Source: an optimization exercise on an open RTL-to-GDS flow (aim: small area). Production flows keep margins and buffers that such runs may drop. Only simulation tests tie the RTL to the original design; equivalence was not proved. Power figures rest on the tool's default switching activity, not on a simulated workload.

===== flow/config.mk =====
export PLATFORM = sky130hd
export DESIGN_NAME = decode_writeback
export DESIGN_NICKNAME = decode_writeback
export VERILOG_FILES = /design/flow/design.v
export SDC_FILE = /design/flow/constraint.sdc
export NUM_CORES = 4
export LEC_CHECK = 0
export CAP_MARGIN = 20
export CELL_PAD_IN_SITES_DETAIL_PLACEMENT = 2
export CELL_PAD_IN_SITES_GLOBAL_PLACEMENT = 2
export CORE_MARGIN = 2
export CORE_UTILIZATION = 30
export PLACE_DENSITY = 0.4
export SLEW_MARGIN = 20
export SYNTH_HIERARCHICAL = 1
export SYNTH_MINIMUM_KEEP_SIZE = 0

===== flow/constraint.sdc =====
create_clock -name core_clock -period 4.0 [get_ports {clk}]
set_input_delay 0.8000 -clock core_clock [delete_from_list [all_inputs] [get_ports {clk}]]
set_output_delay 0.8000 -clock core_clock [all_outputs]
set_load 0.01 [all_outputs]

===== flow/design.v =====
`default_nettype none
package y86_pkg;
    localparam logic [3:0] IHALT   = 4'h0;
    localparam logic [3:0] INOP    = 4'h1;
    localparam logic [3:0] IRRMOVQ = 4'h2;
    localparam logic [3:0] IIRMOVQ = 4'h3;
    localparam logic [3:0] IRMMOVQ = 4'h4;
    localparam logic [3:0] IMRMOVQ = 4'h5;
    localparam logic [3:0] IOPQ    = 4'h6;
    localparam logic [3:0] IJXX    = 4'h7;
    localparam logic [3:0] ICALL   = 4'h8;
    localparam logic [3:0] IRET    = 4'h9;
    localparam logic [3:0] IPUSHQ  = 4'hA;
    localparam logic [3:0] IPOPQ   = 4'hB;
    localparam logic [3:0] RSP   = 4'h4;
    localparam logic [3:0] RNONE = 4'hF;
    localparam logic [3:0] SAOK = 4'b1000;
    localparam logic [3:0] SHLT = 4'b0100;
    localparam logic [3:0] SADR = 4'b0010;
    localparam logic [3:0] SINS = 4'b0001;
    localparam logic [3:0] BUB_ICODE = INOP;
    localparam logic [3:0] BUB_IFUN  = 4'h0;
    typedef struct packed {
        logic [3:0]  icode;
        logic [3:0]  ifun;
        logic [3:0]  stat;
        logic [63:0] valC;
        logic [63:0] valA;
        logic [63:0] valB;
        logic [3:0]  dstE;
        logic [3:0]  dstM;
        logic [3:0]  srcA;
        logic [3:0]  srcB;
    } e_reg_t;
    localparam e_reg_t E_NOP = {
        BUB_ICODE, BUB_IFUN, SAOK,
        64'd0, 64'd0, 64'd0,
        RNONE, RNONE, RNONE, RNONE
    };
endpackage
`default_nettype wire
`default_nettype none
module y86_regfile #(
    parameter int                 DATA_W     = 64,
    parameter logic [DATA_W-1:0]  STACK_INIT = 64'd1024
) (
    input  wire logic                    clk,
    input  wire logic                    rst,
    input  wire logic [3:0]              i_wr_addr_e,
    input  wire logic [DATA_W-1:0]       i_wr_data_e,
    input  wire logic [3:0]              i_wr_addr_m,
    input  wire logic [DATA_W-1:0]       i_wr_data_m,
    output logic      [15*DATA_W-1:0]    o_word,
    output logic      [14:0]             o_pol,
    output logic      [14:0]             o_pol_next
);
    logic [DATA_W-1:0] r_word [0:14];
    logic [DATA_W-1:0] w_next [0:14];
    logic [14:0]       r_pol;
    logic [14:0]       w_sel_m, w_sel_e, w_hold;
    always_comb begin
        for (int i = 0; i < 15; i++) begin
            w_sel_m[i] = !rst && (i_wr_addr_m == 4'(i));
            w_sel_e[i] = !rst && (i_wr_addr_e == 4'(i)) && (i_wr_addr_m != 4'(i));
            w_hold[i]  = !rst && (i_wr_addr_e != 4'(i)) && (i_wr_addr_m != 4'(i));
        end
    end
    for (genvar i = 0; i < 15; i++) begin : g_reg
        if (i == int'(y86_pkg::RSP)) begin : g_rsp
            assign w_next[i] = ~(({DATA_W{w_sel_m[i]}} & i_wr_data_m)
                               | ({DATA_W{w_sel_e[i]}} & i_wr_data_e)
                               | ({DATA_W{w_hold[i]}}  & r_word[i])
                               | ({DATA_W{rst}}        & STACK_INIT));
        end else begin : g_gen
            y86_aoi222 #(.W(DATA_W)) u_wr (
                .a1({DATA_W{w_sel_m[i]}}), .a2(i_wr_data_m),
                .b1({DATA_W{w_sel_e[i]}}), .b2(i_wr_data_e),
                .c1({DATA_W{w_hold[i]}}),  .c2(r_word[i]),
                .y (w_next[i])
            );
        end
        assign o_word[i*DATA_W +: DATA_W] = r_word[i];
    end
    always_ff @(posedge clk) begin
        for (int i = 0; i < 15; i++) r_word[i] <= w_next[i];
        r_pol <= o_pol_next;
    end
    assign o_pol      = r_pol;
    assign o_pol_next = ~(w_hold & r_pol);
endmodule
module y86_aoi222 #(
    parameter int W = 64
) (
    input  wire logic [W-1:0] a1, a2, b1, b2, c1, c2,
    output logic      [W-1:0] y
);
    assign y = ~((a1 & a2) | (b1 & b2) | (c1 & c2));
endmodule
module y86_rdport #(
    parameter int DATA_W = 64
) (
    input  wire logic [15*DATA_W-1:0] i_word,
    input  wire logic                 i_pol,
    input  wire logic [14:0]          i_sel,
    input  wire logic [DATA_W-1:0]    i_fwd_n,
    output logic      [DATA_W-1:0]    o_val
);
    logic [DATA_W-1:0] w_n [0:4];
    logic [DATA_W-1:0] w_p, w_q, w_all, w_t;
    for (genvar k = 0; k < 5; k++) begin : g_grp
        y86_aoi222 #(.W(DATA_W)) u_grp (
            .a1({DATA_W{i_sel[3*k]}}),   .a2(i_word[(3*k)*DATA_W +: DATA_W]),
            .b1({DATA_W{i_sel[3*k+1]}}), .b2(i_word[(3*k+1)*DATA_W +: DATA_W]),
            .c1({DATA_W{i_sel[3*k+2]}}), .c2(i_word[(3*k+2)*DATA_W +: DATA_W]),
            .y (w_n[k])
        );
    end
    y86_nand3 #(.W(DATA_W)) u_p   (.a(w_n[0]), .b(w_n[1]), .c(w_n[2]), .y(w_p));
    y86_nand2 #(.W(DATA_W)) u_q   (.a(w_n[3]), .b(w_n[4]), .y(w_q));
    y86_nor2  #(.W(DATA_W)) u_all (.a(w_p), .b(w_q), .y(w_all));
    y86_xor2  #(.W(DATA_W)) u_t   (.a(w_all), .b({DATA_W{i_pol}}), .y(w_t));
    y86_nand2 #(.W(DATA_W)) u_o   (.a(i_fwd_n), .b(w_t), .y(o_val));
endmodule
module y86_aoi22 #(parameter int W = 64) (
    input wire logic [W-1:0] a1, a2, b1, b2, output logic [W-1:0] y);
    assign y = ~((a1 & a2) | (b1 & b2));
endmodule
module y86_and2 #(parameter int W = 64) (
    input wire logic [W-1:0] a, b, output logic [W-1:0] y);
    assign y = a & b;
endmodule
module y86_nand3 #(parameter int W = 64) (
    input wire logic [W-1:0] a, b, c, output logic [W-1:0] y);
    assign y = ~(a & b & c);
endmodule
module y86_nand2 #(parameter int W = 64) (
    input wire logic [W-1:0] a, b, output logic [W-1:0] y);
    assign y = ~(a & b);
endmodule
module y86_nor2 #(parameter int W = 64) (
    input wire logic [W-1:0] a, b, output logic [W-1:0] y);
    assign y = ~(a | b);
endmodule
module y86_xor2 #(parameter int W = 64) (
    input wire logic [W-1:0] a, b, output logic [W-1:0] y);
    assign y = a ^ b;
endmodule
`default_nettype wire
`default_nettype none
module decode_writeback #(
    parameter logic [63:0] STACK_INIT = 64'd1024,
    parameter int          DATA_W     = 64
) (
    input  wire logic              clk,
    input  wire logic              reset,
    input  wire logic [3:0]        D_icode,
    input  wire logic [3:0]        D_ifun,
    input  wire logic [3:0]        D_rA,
    input  wire logic [3:0]        D_rB,
    input  wire logic [3:0]        D_stat,
    input  wire logic [DATA_W-1:0] D_valC,
    input  wire logic [DATA_W-1:0] D_valP,
    input  wire logic [3:0]        e_dstE,
    input  wire logic [DATA_W-1:0] e_valE,
    input  wire logic [3:0]        M_dstE,
    input  wire logic [DATA_W-1:0] M_valE,
    input  wire logic [3:0]        M_dstM,
    input  wire logic [DATA_W-1:0] m_valM,
    input  wire logic [3:0]        W_dstE,
    input  wire logic [DATA_W-1:0] W_valE,
    input  wire logic [3:0]        W_dstM,
    input  wire logic [DATA_W-1:0] W_valM,
    input  wire logic              E_bubble,
    output logic      [3:0]        d_srcA,
    output logic      [3:0]        d_srcB,
    output logic      [3:0]        E_icode,
    output logic      [3:0]        E_ifun,
    output logic      [3:0]        E_stat,
    output logic      [DATA_W-1:0] E_valC,
    output logic      [DATA_W-1:0] E_valA,
    output logic      [DATA_W-1:0] E_valB,
    output logic      [3:0]        E_dstE,
    output logic      [3:0]        E_dstM,
    output logic      [3:0]        E_srcA,
    output logic      [3:0]        E_srcB
);
    logic [3:0]           w_srcA, w_srcB, w_dstE, w_dstM;
    logic                 w_nop, w_pc_a;
    logic [3:0]           w_ka, w_kb;    
    logic [DATA_W-1:0]    w_fa0_n, w_fa1_n, w_fa_n, w_fb_n;
    logic [15*DATA_W-1:0] w_word;
    logic [14:0]          w_pol_next, w_rsel_a, w_rsel_b;
    logic                 w_pol_a, w_pol_b;
    logic [3:0]        r_icode, r_ifun, r_stat;
    logic [DATA_W-1:0] r_valC;
    logic [DATA_W-1:0] r_fa_n, r_fb_n;
    logic [14:0]       r_rsel_a, r_rsel_b;    
    logic              r_pol_a, r_pol_b;      
    logic [3:0]        r_dstE, r_dstM, r_srcA, r_srcB;
    y86_regfile #(
        .DATA_W     (DATA_W),
        .STACK_INIT (STACK_INIT[DATA_W-1:0])
    ) u_regfile (
        .clk         (clk),
        .rst         (reset),
        .i_wr_addr_e (W_dstE),
        .i_wr_data_e (W_valE),
        .i_wr_addr_m (W_dstM),
        .i_wr_data_m (W_valM),
        .o_word      (w_word),
        .o_pol       (),
        .o_pol_next  (w_pol_next)
    );
    always_comb begin
        w_srcA = y86_pkg::RNONE;
        w_srcB = y86_pkg::RNONE;
        w_dstE = y86_pkg::RNONE;
        w_dstM = y86_pkg::RNONE;
        case (D_icode)
            y86_pkg::IRRMOVQ: begin w_srcA = D_rA; w_dstE = D_rB; end
            y86_pkg::IIRMOVQ: begin w_dstE = D_rB; end
            y86_pkg::IRMMOVQ: begin w_srcA = D_rA; w_srcB = D_rB; end
            y86_pkg::IMRMOVQ: begin w_srcB = D_rB; w_dstM = D_rA; end
            y86_pkg::IOPQ:    begin w_srcA = D_rA; w_srcB = D_rB; w_dstE = D_rB; end
            y86_pkg::ICALL:   begin w_srcB = y86_pkg::RSP; w_dstE = y86_pkg::RSP; end
            y86_pkg::IRET:    begin w_srcA = y86_pkg::RSP; w_srcB = y86_pkg::RSP; w_dstE = y86_pkg::RSP; end
            y86_pkg::IPUSHQ:  begin w_srcA = D_rA; w_srcB = y86_pkg::RSP; w_dstE = y86_pkg::RSP; end
            y86_pkg::IPOPQ:   begin w_srcA = y86_pkg::RSP; w_srcB = y86_pkg::RSP; w_dstE = y86_pkg::RSP; w_dstM = D_rA; end
            default: ;
        endcase
    end
    function automatic logic [3:0] fwd_sel(
        input logic [3:0] src, input logic en,
        input logic [3:0] e_dstE, input logic [3:0] M_dstM, input logic [3:0] M_dstE
    );
        logic       live;
        logic [3:0] k;
        live = en && (src != y86_pkg::RNONE);
        k[0] = live && (src == e_dstE);
        k[1] = live && (src != e_dstE) && (src == M_dstM);
        k[2] = live && (src != e_dstE) && (src != M_dstM) && (src == M_dstE);
        k[3] = live && (src != e_dstE) && (src != M_dstM) && (src != M_dstE);
        fwd_sel = k;
    endfunction
    always_comb begin
        w_nop  = reset || E_bubble;
        w_pc_a = !w_nop && (D_icode == y86_pkg::ICALL || D_icode == y86_pkg::IJXX);
        w_ka   = fwd_sel(w_srcA, !w_nop && !w_pc_a, e_dstE, M_dstM, M_dstE);
        w_kb   = fwd_sel(w_srcB, !w_nop, e_dstE, M_dstM, M_dstE);
    end
    y86_aoi222 #(.W(DATA_W)) u_fa0 (
        .a1({DATA_W{w_pc_a}}),  .a2(D_valP),
        .b1({DATA_W{w_ka[0]}}), .b2(e_valE),
        .c1({DATA_W{w_ka[1]}}), .c2(m_valM),
        .y (w_fa0_n)
    );
    y86_nand2 #(.W(DATA_W)) u_fa1 (
        .a({DATA_W{w_ka[2]}}), .b(M_valE), .y(w_fa1_n)
    );
    y86_and2 #(.W(DATA_W)) u_fa (
        .a(w_fa0_n), .b(w_fa1_n), .y(w_fa_n)
    );
    y86_aoi222 #(.W(DATA_W)) u_fb (
        .a1({DATA_W{w_kb[0]}}), .a2(e_valE),
        .b1({DATA_W{w_kb[1]}}), .b2(m_valM),
        .c1({DATA_W{w_kb[2]}}), .c2(M_valE),
        .y (w_fb_n)
    );
    always_ff @(posedge clk) begin
        r_fa_n <= w_fa_n;
        r_fb_n <= w_fb_n;
        r_rsel_a <= w_rsel_a;
        r_rsel_b <= w_rsel_b;
        r_pol_a  <= w_pol_a;
        r_pol_b  <= w_pol_b;
        if (w_nop) begin
            r_icode <= y86_pkg::BUB_ICODE;
            r_ifun  <= y86_pkg::BUB_IFUN;
            r_stat  <= y86_pkg::SAOK;
            r_valC  <= '0;
            r_dstE  <= y86_pkg::RNONE;
            r_dstM  <= y86_pkg::RNONE;
            r_srcA  <= y86_pkg::RNONE;
            r_srcB  <= y86_pkg::RNONE;
        end else begin
            r_icode <= D_icode;
            r_ifun  <= D_ifun;
            r_stat  <= D_stat;
            r_valC  <= D_valC;
            r_dstE  <= w_dstE;
            r_dstM  <= w_dstM;
            r_srcA  <= w_srcA;
            r_srcB  <= w_srcB;
        end
    end
    always_comb begin
        for (int i = 0; i < 15; i++) begin
            w_rsel_a[i] = w_ka[3] && (w_srcA == 4'(i));
            w_rsel_b[i] = w_kb[3] && (w_srcB == 4'(i));
        end
        w_pol_a = |(w_rsel_a & w_pol_next);
        w_pol_b = |(w_rsel_b & w_pol_next);
    end
    y86_rdport #(.DATA_W(DATA_W)) u_rd_a (
        .i_word(w_word), .i_pol(r_pol_a), .i_sel(r_rsel_a),
        .i_fwd_n(r_fa_n), .o_val(E_valA)
    );
    y86_rdport #(.DATA_W(DATA_W)) u_rd_b (
        .i_word(w_word), .i_pol(r_pol_b), .i_sel(r_rsel_b),
        .i_fwd_n(r_fb_n), .o_val(E_valB)
    );
    assign d_srcA  = w_srcA;
    assign d_srcB  = w_srcB;
    assign E_icode = r_icode;
    assign E_ifun  = r_ifun;
    assign E_stat  = r_stat;
    assign E_valC  = r_valC;
    assign E_dstE  = r_dstE;
    assign E_dstM  = r_dstM;
    assign E_srcA  = r_srcA;
    assign E_srcB  = r_srcB;
endmodule
`default_nettype wire

===== flow/flow/run.sh =====
#!/bin/bash
# The standard layout (standard.sh) with two changes: the port buffers are
# the smallest buffer cell, and the clock tree uses clkbuf_4/clkbuf_8 in
# small clusters without dummy loads. Each tool's output goes to a log file
# of its own under orfs/logs; make's own output goes to standard.log here.
set -euo pipefail
bash standard.sh \
    "BUFFER_PORTS_ARGS=-buffer_cell sky130_fd_sc_hd__buf_1" \
    "CTS_ARGS=-sink_clustering_enable -repair_clock_nets -dont_use_dummy_load -buf_list {sky130_fd_sc_hd__clkbuf_4 sky130_fd_sc_hd__clkbuf_8} -sink_clustering_size 12 -sink_clustering_max_diameter 60" \
    finish > standard.log 2>&1

===== flow/standard.sh =====
#!/bin/bash
# synth_recipe.tcl (not shown) runs the flow's synth.tcl, then flattens the netlist and writes it again
# the make line also repeats each setting of config.mk as NAME=value (left out here)
make -C /OpenROAD-flow-scripts/flow DESIGN_CONFIG=/design/flow/config.mk WORK_HOME=/design/flow/orfs CLKGATE_MAP_FILE= SYNTH_SCRIPT=/design/flow/synth_recipe.tcl "${@:-finish}"

==> summary.txt <==
-- power breakdown --
group	internal (mW)	leakage, nW	total (mW)	switching, mW
Sequential	13.3	10.3	14.2	0.916
Clock	3.20	1.04	7.97	4.77
Combinational	1.02	10.8	2.98	1.96
Total	17.5	22.1	25.2	7.65
-- timing repair --
item	in CTS	in global routing
buffers inserted	9	14
setup endpoints to repair	39	37
gates resized for setup	2	9
-- worst max path at each step --
stage | startpoint | end | cells past startpoint
detailed placement | D_icode[3] | r_fa_n[48]$_DFF_P_ | 10
global placement | D_icode[3] | r_fa_n[17]$_DFF_P_ | 10
CTS | r_rsel_a[8]$_DFF_P_ | E_valA[46] | 7
floorplan | W_dstM[1] | u_regfile.r_word[0][62]$_DFF_P_ | 4
finish | r_rsel_b[2]$_DFF_P_ | E_valB[55] | 7
global route | r_rsel_a[10]$_DFF_P_ | E_valA[30] | 7
-- per-layer routing --
metal  part of all wire, %  track usage, %
met1                    38            46.9
met2                    44            57.2
met3                    13            9.30
met4                   4.6            16.9
met5                 0.024           0.178
-- cells by family (layout without fill, tap and decap cells) --
kind of cell,Yosys count,after routing,synth area share (%)
mux,3,3,0.0643
flops,1227,1227,50.5
simple gates,937,937,9.17
other cells,0,15,0
xor+xnor,133,133,2.40
compound gates,1824,1824,37.0
buf+inv,80,1095,0.831
-- metrics by stage --
step / area (um2) / setup TNS (ns) / worst slack, ns
finish: 59300 / 0 / 0.0939
global route: 59300 / 0 / 0.00722
CTS: 58900 / 0 / 0.00737
detailed placement: 56700 / 0 / 0.269
global placement: 56700 / 0 / 0.326
floorplan: 48900 / -703.05 / -1.18
-- flip-flops by register name, summed over array words and instances, names as in the netlist, 4 cells and up --
register	count
u_regfile.r_word	960
r_dstM	4
r_rsel_b	15
r_rsel_a	15
r_icode	4
u_regfile.r_pol	15
r_fa_n	64
r_srcB	4
r_ifun	4
r_dstE	4
r_srcA	4
r_fb_n	64
r_stat	4
r_valC	64
-- critical path: cells and delay by family (launching register included) --
kind | cells | cell delay [ns]
xor+xnor | 1 | 0.20
compound gates | 1 | 0.31
buf+inv | 2 | 0.50
flops | 1 | 0.53
simple gates | 3 | 0.62
-- layout make-up --
type	count	area [um2]
inverter	20	75.1
antenna	15	37.5
sequential	1227	24700
clock buffer	144	1980
timing repair buffer	931	5550
multi-input combinational	2897	24300
tap	2160	2700
fill	17300	101000
-- cell usage in the layout, fill, tap and decap left out, drive strengths merged, types with 4 or more instances in the layout --
| master | n |
|---|---|
| a221oi | 4 |
| nand3b | 4 |
| clkbuf | 144 |
| dfxtp | 1227 |
| nor2 | 154 |
| a21oi | 10 |
| a222oi | 1729 |
| nand3 | 131 |
| inv | 20 |
| xor2 | 132 |
| nor4b | 7 |
| a21o | 4 |
| a211oi | 10 |
| nor3 | 50 |
| nor2b | 11 |
| a311oi | 6 |
| and2 | 143 |
| nand4 | 8 |
| diode | 15 |
| nor4 | 13 |
| nand2b | 10 |
| buf | 931 |
| a31oi | 5 |
| and4b | 4 |
| o221ai | 4 |
| o21ai | 22 |
| or3 | 10 |
| nor4bb | 6 |
| nor3b | 6 |
| nand2 | 376 |
==> metrics.cfg <==
[floorplanning]
start_util_pct = 30.2
chipWidth_um = 407
dieArea_mm2 = 0.165
coreArea_mm2 = 0.161
rows = 147
die_h_um = 407
io_pins = 719

[global_routing]
grt_pass1_wl_um = 439000
overflow = 0
grt_max_degree = 88
antenna_found_initial = 29
grt.total_usage_pct = 36.5
grt_pass1_vias = 57100

[clock_tree]
cts_tree = yes
clock-sinks = 1227
clk_pin_slew_ns = 0.08
clockBufferDepth = 3
cts_hold_buf = 0
cts_max_level = 4
numCtsBuffers = 144
insertion_delay_ns = 0.88
cts_root_buffer = clkbuf_8

[timing]
slew_headroom_pct = 27.2
clock_skew_ns = 0.0379
worst_pin_slew_ns = 1.09
setup_viol = 0
hold_viol_final = 0
rsz0062_at_grt = no
period_share_pct = 97.7
fmax_mhz = 256
min_period_ns = 3.91
finalMaxSlewViolations = 0
whs_ns = 0.0844

[pwr]
vdd_drop_max_mv = 0.337
leakage_nw = 22.1
total_power_mw = 25.2
power.density_mw_per_mm2 = 425

[hold_path]
hp-start = D_valC[5]
hp-class = input pin to flop
worstHoldPathCells = 2
min_delay_worst_endpoint = r_valC[5]$_SDFF_PP0_

[placed_design]
dp_cells = 7212
hpwl_um = 169000
gp_congestion = 0.779
io_buffers = 718

[yosys]
synth.top_cell.area_share_pct = 50.5
ys_types = 70
synth_fp_nets = 4695
synth.top_cells.by_area = dfxtp_1 51%, a222oi_1 36%, nand2_1 2.9%, xor2_1 2.4%, and2_1 1.8%
synth.most_common_cell = a222oi_1
synth-edff-count = 0
synthTopCellsByCount = 1729 x a222oi_1, 1227 x dfxtp_1, 376 x nand2_1
syn-cell-area_mm2 = 0.0486
yosysSeqAreaShare_pct = 50.5
yosysWarnings = 12
synth_seq_cells = 1227
synth-async-reset-ratio_pct = 0
synthCells = 4204
syn_area_per_cell_um2 = 11.6
yosysTopAreaCell = dfxtp_1
ys.flop_type = dfxtp_1

[drt]
wl_per_cell_um = 44.0
antenna_left = 0
avgViaCountPerCell = 7.62
first_iter_violations = 16200
dr.pass1.iters = 20
drc = 0
postRouteWirelength_um = 325000
num_vias = 56400

[worst_setup_path]
worst_path_max_delay_cell = dfxtp_4
worstRegToRegCells = 5
regToRegSetupSlack_ns = 2.71
critPathMaxFanout = 25
end_kind = output pin
start_kind = flop
path_cells = buf_4, a222oi_1, nand3_1, nor2_1, xor2_1, nand2_1, buf_1
cp.arrival_ns = 3.11
r2r-end = r_pol_b$_DFF_P_
r2r_start = u_regfile.r_pol[8]$_DFF_P_
required_ns = 3.20
path_class = flop to output pin
critPathMaxStageDelay_ns = 0.53

[final_layout]
final_cells = 7394
num-nets-final = 5712
fin_util_pct = 36.9
syn_to_final_growth_pct = 22.0
drive_gt1_share_pct = 8.97

[outcome]
status = complete, no violations

[job]
drv_cap = 0

## port drivers added, routing unchanged
In the flow no input, the clock included, has a driving cell. The finished layout below was timed again as built, in two steps.
Step 1, drivers: a clkbuf_16 drives clk and a buf_2 each remaining input, both assumed.
Step 2 times the ports against the registers' clock, not the clock port: input delays grow and output delays shrink by t, the midpoint of the rising clock arrivals with the driver on.
Three values: ideal, step 1, step 2; two values: the first two.
t (ns): 0.961
setup slack, ns: 0.094 / 0.006 / 0.211
worst setup path at the end: input to register
worst slew at a driven data input, ns: 0.23
After both steps this run still meets setup and hold. For this run, drivers alone change the setup slack by -0.088 ns; drivers and shift together by +0.117 ns.
